This design comes from an exercise in tuning for small area and few clock cycles per item on the open sky130 flow, not from production work. The RTL was checked by simulation tests, not by an equivalence proof against the original design. Power and IR drop assume default switching activity.

**flow/run.sh**
```bash
#!/bin/bash
# synth_recipe.tcl (not shown) runs the flow's synth.tcl, then flattens the netlist and writes it again
# the make line also repeats each setting of config.mk as NAME=value (left out here)
make -C /OpenROAD-flow-scripts/flow DESIGN_CONFIG=/design/flow/config.mk WORK_HOME=/design/flow/orfs CLKGATE_MAP_FILE= SYNTH_SCRIPT=/design/flow/synth_recipe.tcl finish
```
**flow/config.mk**
```make
export PLATFORM = sky130hd
export DESIGN_NAME = apb_completer_mem
export DESIGN_NICKNAME = apb_completer_mem
export VERILOG_FILES = /design/flow/design.v
export SDC_FILE = /design/flow/constraint.sdc
export NUM_CORES = 4
export LEC_CHECK = 0
export CAP_MARGIN = 20
export CORE_MARGIN = 2
export CORE_UTILIZATION = 40
export SLEW_MARGIN = 20
```
**flow/constraint.sdc**
```tcl
create_clock -name core_clock -period 5.0 [get_ports {PCLK}]
set_input_delay 1.0000 -clock core_clock [delete_from_list [all_inputs] [get_ports {PCLK}]]
set_output_delay 1.0000 -clock core_clock [all_outputs]
set_load 0.01 [all_outputs]
```
**flow/design.v**
```verilog
package apb_pkg;
  localparam int unsigned DATA_W   = 8;
  localparam int unsigned MAX_WAIT = 15;
  localparam int unsigned CTR_W    = $clog2(MAX_WAIT + 1);
  typedef enum logic [1:0] {
    ST_IDLE   = 2'd0,
    ST_SETUP  = 2'd1,
    ST_ACCESS = 2'd2
  } apb_state_e;
endpackage
module apb_wait_ctr (
  input  logic             clk,
  input  logic             rst_n,
  input  logic             load,
  input  logic [apb_pkg::CTR_W-1:0] load_val,
  input  logic             dec,
  output logic             zero_c,
  output logic             last_c
);
  logic [apb_pkg::CTR_W-1:0] count;
  always_ff @(posedge clk) begin
    if (!rst_n) begin
      count <= '0;
    end else if (load) begin
      count <= load_val;
    end else if (dec && (count != '0)) begin
      count <= count - apb_pkg::CTR_W'(1);
    end
  end
  assign zero_c = (count == '0);
  assign last_c = (count == apb_pkg::CTR_W'(1));
endmodule
module apb_completer_mem #(
  parameter int unsigned ADDR_W      = 9,
  parameter int unsigned DEPTH       = 256,
  parameter int unsigned WAIT_STATES = 0
) (
  input  logic              PCLK,
  input  logic              PRESETn,
  input  logic              PSEL,
  input  logic              PENABLE,
  input  logic              PWRITE,
  input  logic [ADDR_W-1:0] PADDR,
  input  logic [apb_pkg::DATA_W-1:0] PWDATA,
  output logic [apb_pkg::DATA_W-1:0] PRDATA,
  output logic              PREADY,
  output logic              PSLVERR
);
  localparam int unsigned IDX_W = $clog2(DEPTH);
  logic [apb_pkg::DATA_W-1:0] mem [DEPTH];
  logic                       oor_c;
  logic                       wr_c;
  logic [apb_pkg::DATA_W-1:0] wd_c;
  assign oor_c = ({1'b0, PADDR} >= (ADDR_W + 1)'(DEPTH));
  assign wr_c = PSEL && PENABLE && PWRITE && !oor_c;
  assign wd_c = PRESETn ? PWDATA : '0;
  always_ff @(posedge PCLK) begin
    for (int unsigned i = 0; i < DEPTH; i++) begin
      if (!PRESETn || (wr_c && (PADDR[IDX_W-1:0] == IDX_W'(i)))) begin
        mem[i] <= wd_c;
      end
    end
  end
  always_ff @(posedge PCLK) begin
    PRDATA <= oor_c ? '0 : mem[PADDR[IDX_W-1:0]];
  end
  assign PREADY  = PSEL && PENABLE;
  assign PSLVERR = oor_c;
endmodule
```
==> impl_metrics.ini, run 1 <==
[setup_path]
r2r_cells = 8
worst_setup_path_end_kind = register
regToRegStartpoint = mem[111][4]
critPathKind = input port to register
reg2reg_slack_ps = 1390
cpMostUsedCell = buf_4
slowest_delay_ps = 850
critical_path.max_fanout = 32
required_ps = 5730
start_kind = input port
path_cells = clkdlybuf4s50_1, buf_12, or4b_2, nor2_1, a2111oi_2, buf_4, nand3_1, or4_1, buf_4, nor4_1, buf_4, a311oi_1
r2r_end = PRDATA[4]
cp.arrival_ps = 5460
crit_path_top_delay_cell = a2111oi_2

[cts]
clock_sinks = 2056
postCtsSetupRepairBufs = 0
cts_buffers = 216
cts_resized = 0
cts_tree = done
htree_num_levels = 4
cts-hold-fix-buffers = 0
clk_path_buf_depth = 3
clock_latency_ps = 910
root_buffer = clkbuf_16
clkTransAtPathRegs_ps = 60

[floorplanning]
core_sq_um = 193000
die_w_microns = 445.2
die_area_sq_um = 198200
start_util_pct = 40.34
fp.dieH_microns = 445.2
ios = 32
rows = 161

[routing]
dr.pass1.iters = 11
routed_via_density = 7.310
drt_wl_total_microns = 437900
drc_errors = 0
wl_per_cell_microns = 53.86
routed.top_layer = met5
drt-met1-wl_microns = 149500
wl_met3_microns = 75480
wl_met2_microns = 172800
vias = 59430
antenna_left = 0
drtIter0Drc = 13530

[power]
power_frac_seq_pct = 52.2
internal-power_w = 0.03031
power.total_w = 0.04020
pwr_density_cell_nw_per_um2 = 421.8
sw_frac_of_total_pct = 24.62
ir_drop_mv = 0.3892
power_frac_comb_pct = 7.1
switching_power_w = 0.009896
leakagePower_nw = 31.63
clock_power_share_pct = 40.7

[synthesis]
avgSynthCellArea_sq_um = 16.84
synth-edff-count = 2048
synth_compound_area_share_pct = 13.05
ys_seq_area_share_pct = 79.21
async_flop_share_pct = 0
yosysWarnings = 2
ys.flop_type = edfxtp_1
yosysTopAreaCell = edfxtp_1
ys_ff_latch = 2056
synth_area_leaders = edfxtp_1, a22oi_1, a32oi_1, nand3_1, o22ai_1
muxShareOfSynthArea_pct = 0
synth_top_area_share_pct = 79.00
synth-xor-area-share_pct = 0
synth_top_family_by_area = compound AO/OA/AOI/OAI gates
synth_cell_types = 62
synth_cells = 4624
syn_nets = 4646
synth_fa_ha_area_share_pct = 0
synth_area_sq_um = 77850
yosys.area_share.simple_pct = 5.600

[sta]
hold_viol = 0
final-setup-viol-count = 0
max_freq_mhz = 211.4
worst_slew_pin_slew_ps = 1352
min_period_ps = 4731
tns_ps = 0
rsz0062_at_grt = false
slew_headroom_pct = 9.441
slew_viol_final = 0
final.period_utilization_pct = 94.61
skew_ps = 55.35

[grt]
grt_util_all_layers_pct = 43.56
grt-ovfl-total = 0
antenna_found_initial = 65
grt_pass1_wl_microns = 555900
grt_max_degree = 91
grt_pass1_vias = 52780

[cells_and_area]
nets = 5412
fin_cells = 8130
area.growth.synth_to_final_pct = 22.45
drive_gt1_share_pct = 23.61
final_util_pct = 49.39

[min_path]
min_to = PRDATA[3]
hold_depth = 3
hp-start = mem[0][3]
hold_class = register to register

[placed_design]
place_congestion = 1.110
hpwl_microns = 307600
portBuffers = 31
placed_cells = 7696

[status]
status = timing/DRC/antenna clean

[run]
drv_cap = 0
-- power groups by stage --
stage | sequential (W) | combinational [W] | clock (W)
final | 0.0210 | 0.00285 | 0.0164
after global routing | 0.0211 | 0.00274 | 0.0169
after detailed placement | 0.0213 | 0.00265 | 0
after floorplan | 0.0211 | 0.000823 | 0
after global placement | 0.0213 | 0.00263 | 0
after CTS | 0.0210 | 0.00265 | 0.0163
-- Yosys cell counts, types with 63 or more instances --
cell	instances
a32oi_1	171
a21oi_1	79
nor2_1	112
nand3_1	216
edfxtp_1	2048
o21ai_0	207
nor4_1	63
a22oi_1	486
a22o_1	101
nand2_1	109
nand4_1	101
o22ai_1	167
clkbuf_1	176
buf_2	130
-- stage by stage --
step | cell area (sq um) | hold slack (ps) | setup slack (ps)
global route | 95240 | 722.5 | 255.9
CTS | 95220 | 615.5 | 470.0
floorplan | 77860 | 534.6 | 1185
detailed placement | 88160 | 598.5 | -449.4
finish | 95320 | 609.7 | 269.5
global placement | 88130 | 607.2 | -1181
-- cell families (layout without fill, tap and decap cells) --
group | count (synthesis) | in the layout
buf+inv | 379 | 1329
compound gates | 1405 | 1405
flops | 2056 | 2056
simple gates | 784 | 784
other cells | 0 | 30
-- layout by cell type (no fill, tap or decap), drive strengths merged, types with 58 or more instances in the layout --
master and n:
edfxtp 2048, buf 901, a22oi 487, clkbuf 256, nand3 216, o21ai 207, a32oi 171, o22ai 167
nor2 112, nand2 109, clkinv 107, nand4 101, a22o 101, a21oi 79, nor4 63, and3 58
-- flip-flops by register name, summed over array words and instances (netlist names) --
| name | cells |
|---|---|
| PRDATA | 8 |
| mem | 2048 |
-- critical path, delay by kind of cell --
family / cells / cell delay (ps)
AND/OR/NAND/NOR: 5 / 2060
buffers and inverters: 5 / 1430
AO/OA/AOI/OAI: 2 / 930
-- metal layers --
metal  vias up  GRT usage, %
li1      21120             -
met1     30300         54.37
met2      6432         58.65
met3      1526         21.53
met4        50         30.23
met5         -             0
-- layout make-up --
class	count	area (sq um)
Fill cell	16230	97660
Clock buffer	256	5555
Multi-Input combinational cell	2189	15050
Sequential cell	2056	61660
Antenna cell	30	75.07
Timing Repair Buffer	927	8320
Clock inverter	146	1499
Tap cell	2526	3161
-- how the worst max path moves through the flow --
stage                  start         to  slack (ps)  cells past startpoint
finish              PADDR[0]  PRDATA[4]         270                     12
global route        PADDR[0]  PRDATA[4]         260                     12
CTS                 PADDR[0]  PRDATA[4]         470                     12
detailed placement  PADDR[0]  PRDATA[4]        -450                     12
global placement    PADDR[0]  PRDATA[4]       -1180                     12
floorplan            PRESETn  mem[0][3]        1190                      3
Testbench counts, summed over its fixed seeds: cycles 24,576, items 12,288.
==> inputs of run 2 (changes only) <==
--- a/flow/design.v
+++ b/flow/design.v
@@ -54,15 +54,40 @@
   assign oor_c = ({1'b0, PADDR} >= (ADDR_W + 1)'(DEPTH));
   assign wr_c = PSEL && PENABLE && PWRITE && !oor_c;
   assign wd_c = PRESETn ? PWDATA : '0;
+  logic [15:0] row_c, col_c, wrow_c, wcol_c;
+  logic [DEPTH-1:0] we_c;
+  logic [apb_pkg::DATA_W-1:0] rowd_c [16];
+  logic [apb_pkg::DATA_W-1:0] rd_c;
+  always_comb begin
+    for (int unsigned j = 0; j < 16; j++) begin
+      row_c[j]  = (PADDR[7:4] == 4'(j));
+      col_c[j]  = (PADDR[3:0] == 4'(j));
+      wrow_c[j] = !PRESETn || (wr_c && row_c[j]);
+      wcol_c[j] = !PRESETn || col_c[j];
+    end
+    for (int unsigned i = 0; i < DEPTH; i++) begin
+      we_c[i] = wrow_c[i / 16] && wcol_c[i % 16];
+    end
+  end
   always_ff @(posedge PCLK) begin
     for (int unsigned i = 0; i < DEPTH; i++) begin
-      if (!PRESETn || (wr_c && (PADDR[IDX_W-1:0] == IDX_W'(i)))) begin
+      if (we_c[i]) begin
         mem[i] <= wd_c;
       end
     end
   end
+  always_comb begin
+    rd_c = '0;
+    for (int unsigned j = 0; j < 16; j++) begin
+      rowd_c[j] = '0;
+      for (int unsigned k = 0; k < 16; k++) begin
+        rowd_c[j] = rowd_c[j] | (mem[16 * j + k] & {apb_pkg::DATA_W{col_c[k]}});
+      end
+      rd_c = rd_c | (rowd_c[j] & {apb_pkg::DATA_W{row_c[j]}});
+    end
+  end
   always_ff @(posedge PCLK) begin
-    PRDATA <= oor_c ? '0 : mem[PADDR[IDX_W-1:0]];
+    PRDATA <= oor_c ? '0 : rd_c;
   end
   assign PREADY  = PSEL && PENABLE;
   assign PSLVERR = oor_c;
--- a/flow/config.mk
+++ b/flow/config.mk
@@ -7,5 +7,7 @@
 export LEC_CHECK = 0
 export CAP_MARGIN = 20
 export CORE_MARGIN = 2
-export CORE_UTILIZATION = 40
+export CORE_UTILIZATION = 65
+export CTS_CLUSTER_DIAMETER = 80
+export CTS_CLUSTER_SIZE = 30
 export SLEW_MARGIN = 20
==> impl_metrics.ini, run 2 <==
[cts]
cts-hold-fix-buffers = 0
clock_latency_ps = 740
cts_resized = 0
clock_sinks = 2056
clk_path_buf_depth = 3
clkTransAtPathRegs_ps = 110
cts_buffers = 83
htree_num_levels = 3
postCtsSetupRepairBufs = 0
root_buffer = clkbuf_16
cts_tree = done

[cells_and_area]
drive_gt1_share_pct = 10.68
area.growth.synth_to_final_pct = 8.300
regMostFlops = mem
final_common_cell = edfxtp_1
n_fill_cell = 7241
reg_top3 = mem x2048, PRDATA x8
final_cell_mix = edfxtp_1, a22oi_1, nor2_1
nets = 4397
largest_reg_flops = 2048

[routing]
dr.pass1.iters = 8
antenna_left = 0
drtIter0Drc = 9060
routed_via_density = 7.477
routed.top_layer = met5
drt_wl_total_microns = 224300
drt-met1-wl_microns = 82870
wl_per_cell_microns = 37.76
wl_met2_microns = 101200
wl_met3_microns = 29650
vias = 44420
drc_errors = 0

[power]
ir_drop_mv = 0.3740
pwr_density_cell_nw_per_um2 = 387.2
power_frac_comb_pct = 8.1
power_frac_seq_pct = 64.8
internal-power_w = 0.02466
power.total_w = 0.03207
switching_power_w = 0.007410
clock_power_share_pct = 27.2
leakagePower_nw = 25.09
sw_frac_of_total_pct = 23.10

[sta]
max_freq_mhz = 234.1
worst_slew_pin_slew_ps = 1306
final-setup-viol-count = 0
hold_viol = 0
final.period_utilization_pct = 85.43
tns_ps = 0
skew_ps = 39.33
slew_viol_final = 0
slew_headroom_pct = 12.75
min_period_ps = 4271
rsz0062_at_grt = false

[setup_path]
path_cells = buf_2, and4b_4, buf_4, buf_4, a22oi_1, o211ai_1, nor3_1, o32ai_1, nor4_1, a41oi_1
r2r_end = PRDATA[7]
regToRegStartpoint = mem[145][7]
reg2reg_slack_ps = 2150
cpMostUsedCell = buf_4
critPathKind = input port to register
required_ps = 5590
startpoint = PADDR[1]
start_kind = input port
worst_setup_path_end_kind = register
slowest_delay_ps = 650
critical_path.max_fanout = 22
cp.arrival_ps = 4860
crit_end = PRDATA[7]
r2r_cells = 7
crit_path_top_delay_cell = nor3_1

[floorplanning]
fp.dieH_microns = 347
core_sq_um = 116500
die_w_microns = 347
ios = 32
start_util_pct = 65.63
die_area_sq_um = 120400
rows = 125

[grt]
grt_max_degree = 115
grt_pass1_vias = 41660
antenna_found_initial = 11
grt-ovfl-total = 0
grt_util_all_layers_pct = 37.18
grt_pass1_wl_microns = 313300

[synthesis]
async_flop_share_pct = 0
ys.flop_type = edfxtp_1
avgSynthCellArea_sq_um = 17.75
ys_ff_latch = 2056
yosysWarnings = 3
syn_nets = 4331
synth_area_sq_um = 76470
yosysTopAreaCell = edfxtp_1
synth_area_leaders = edfxtp_1, a22oi_1, nor2_1, a22o_1, a222oi_1
synth_top_area_share_pct = 80.42
synth_cell_types = 67
synth.most_common_cell = edfxtp_1
netlist_top_cells_count = edfxtp_1, a22oi_1, nor2_1, clkbuf_1, a22o_1
synth-edff-count = 2048
synth_cells = 4309
ys_seq_area_share_pct = 80.63

[run]
drv_cap = 0

[placed_design]
hpwl_microns = 140700
place_congestion = 0.9461
portBuffers = 31

[status]
status = timing/DRC/antenna clean

[min_path]
hold_class = register to register
run 2: cell count changes after synthesis, sizes merged, moves of 56 or more:
cell	delta
a32oi	-170
a21oi	-58
nand4	-72
o22ai	-160
o21ai	-119
nand3	-181
nor2	+227
mux2i	+59
a22oi	+56
a222oi	+82
buf	-89
run 2: power groups by stage:
stage,clock network [W],logic (W),registers (W)
6_report,0.00871,0.00259,0.0208
2_1_floorplan,0,0.00127,0.0211
4_1_cts,0.00869,0.00253,0.0208
3_5_place_dp,0,0.00252,0.0212
5_1_grt,0.00923,0.00267,0.0209
3_3_place_gp,0,0.00250,0.0211
run 2: critical path, delay by kind of cell:
family / cells / cell delay (ps)
AOI/OAI and AO/OA: 4 / 900
buffers and inverters: 3 / 1240
and+or+nand+nor: 3 / 1610
run 2: logic make-up after synthesis:
kind of cell    Yosys count  share of synthesized area (%)
compound gates         1226                          12.71
buf+inv                 323                          1.790
flops                  2056                          80.63
mux                      85                          1.155
simple gates            619                          3.711
run 2: worst min-delay path by stage:
stage / endpoint / slack [ps] / start / depth (start not counted)
6_report: PRDATA[4] / 850 / mem[40][4] / 4
4_1_cts: PRDATA[4] / 840 / mem[40][4] / 4
3_5_place_dp: PRDATA[4] / 800 / mem[40][4] / 4
2_1_floorplan: PRDATA[7] / 660 / mem[100][7] / 4
3_3_place_gp: PRDATA[4] / 780 / mem[40][4] / 4
5_1_grt: PRDATA[4] / 920 / mem[40][4] / 4
run 2: layout make-up:
class | count | area (sq um) | area share (%)
Antenna cell | 4 | 10.01 | 0.01209
Clock buffer | 98 | 2218 | 2.679
Clock inverter | 24 | 367.9 | 0.4442
Inverter | 2 | 7.507 | 0.009065
Multi-Input combinational cell | 1930 | 13730 | 16.58
Sequential cell | 2056 | 61660 | 74.45
Tap cell | 1524 | 1907 | 2.302
Timing Repair Buffer | 302 | 2919 | 3.525
run 2: metal layers:
metal,track usage [%],vias to the layer above
li1,-,17960
met1,54.11,22490
met2,55.46,3441
met3,8.588,507
met4,14.84,16
met5,0,-
run 2: through the flow:
| step | cell area (sq um) | hold WS (ps) | instances | worst slack [ps] | utilization (%) |
|---|---|---|---|---|---|
| 2_1_floorplan | 76480 | 658.0 | 4309 | 1221 | - |
| 3_5_place_dp | 80220 | 802.2 | 5814 | 183.7 | 68.85 |
| 4_1_cts | 82810 | 842.5 | 5936 | 908.8 | 71.07 |
| 6_report | 82820 | 847.8 | 5940 | 728.6 | 71.08 |
| 3_3_place_gp | 80220 | 781.8 | 5814 | 262.4 | 68.85 |
| 5_1_grt | 82810 | 919.3 | 5936 | 828.6 | 71.07 |
Testbench counts of run 2, summed over its fixed seeds: cycles 24,576, items 12,288.

## afterwards: timing with drivers on the ports
In the flow no input, the clock included, has a driving cell. The finished layouts below were timed again as built, in two steps.
Step 1 (the two cells are an assumption about what drives the block):
set clk [get_ports {PCLK}]
set_driving_cell -lib_cell sky130_fd_sc_hd__clkbuf_16 $clk
set_driving_cell -lib_cell sky130_fd_sc_hd__buf_2 [delete_from_list [all_inputs] $clk]
Step 2 times the ports against the registers' clock, not the clock port: input delays grow and output delays shrink by t, the midpoint of the rising clock arrivals with the driver on.
a / b / c = no drivers / after step 1 / after step 2; a / b = the first two.
| run | shift t [ns] | slack for setup (ns) | cell pins on the clock port's net |
|---|---|---|---|
| run 1 | 0.989 | 0.269 / 0.333 / -0.656 | 1 |
| run 2 | 0.794 | 0.729 / 0.778 / -0.016 | 1 |
With both steps, setup timing fails in run 1 and run 2, where it was met with ideal ports. The setup slack of run 1, which loses most, moves by +0.064 ns with the drivers and by -0.925 ns with both steps.
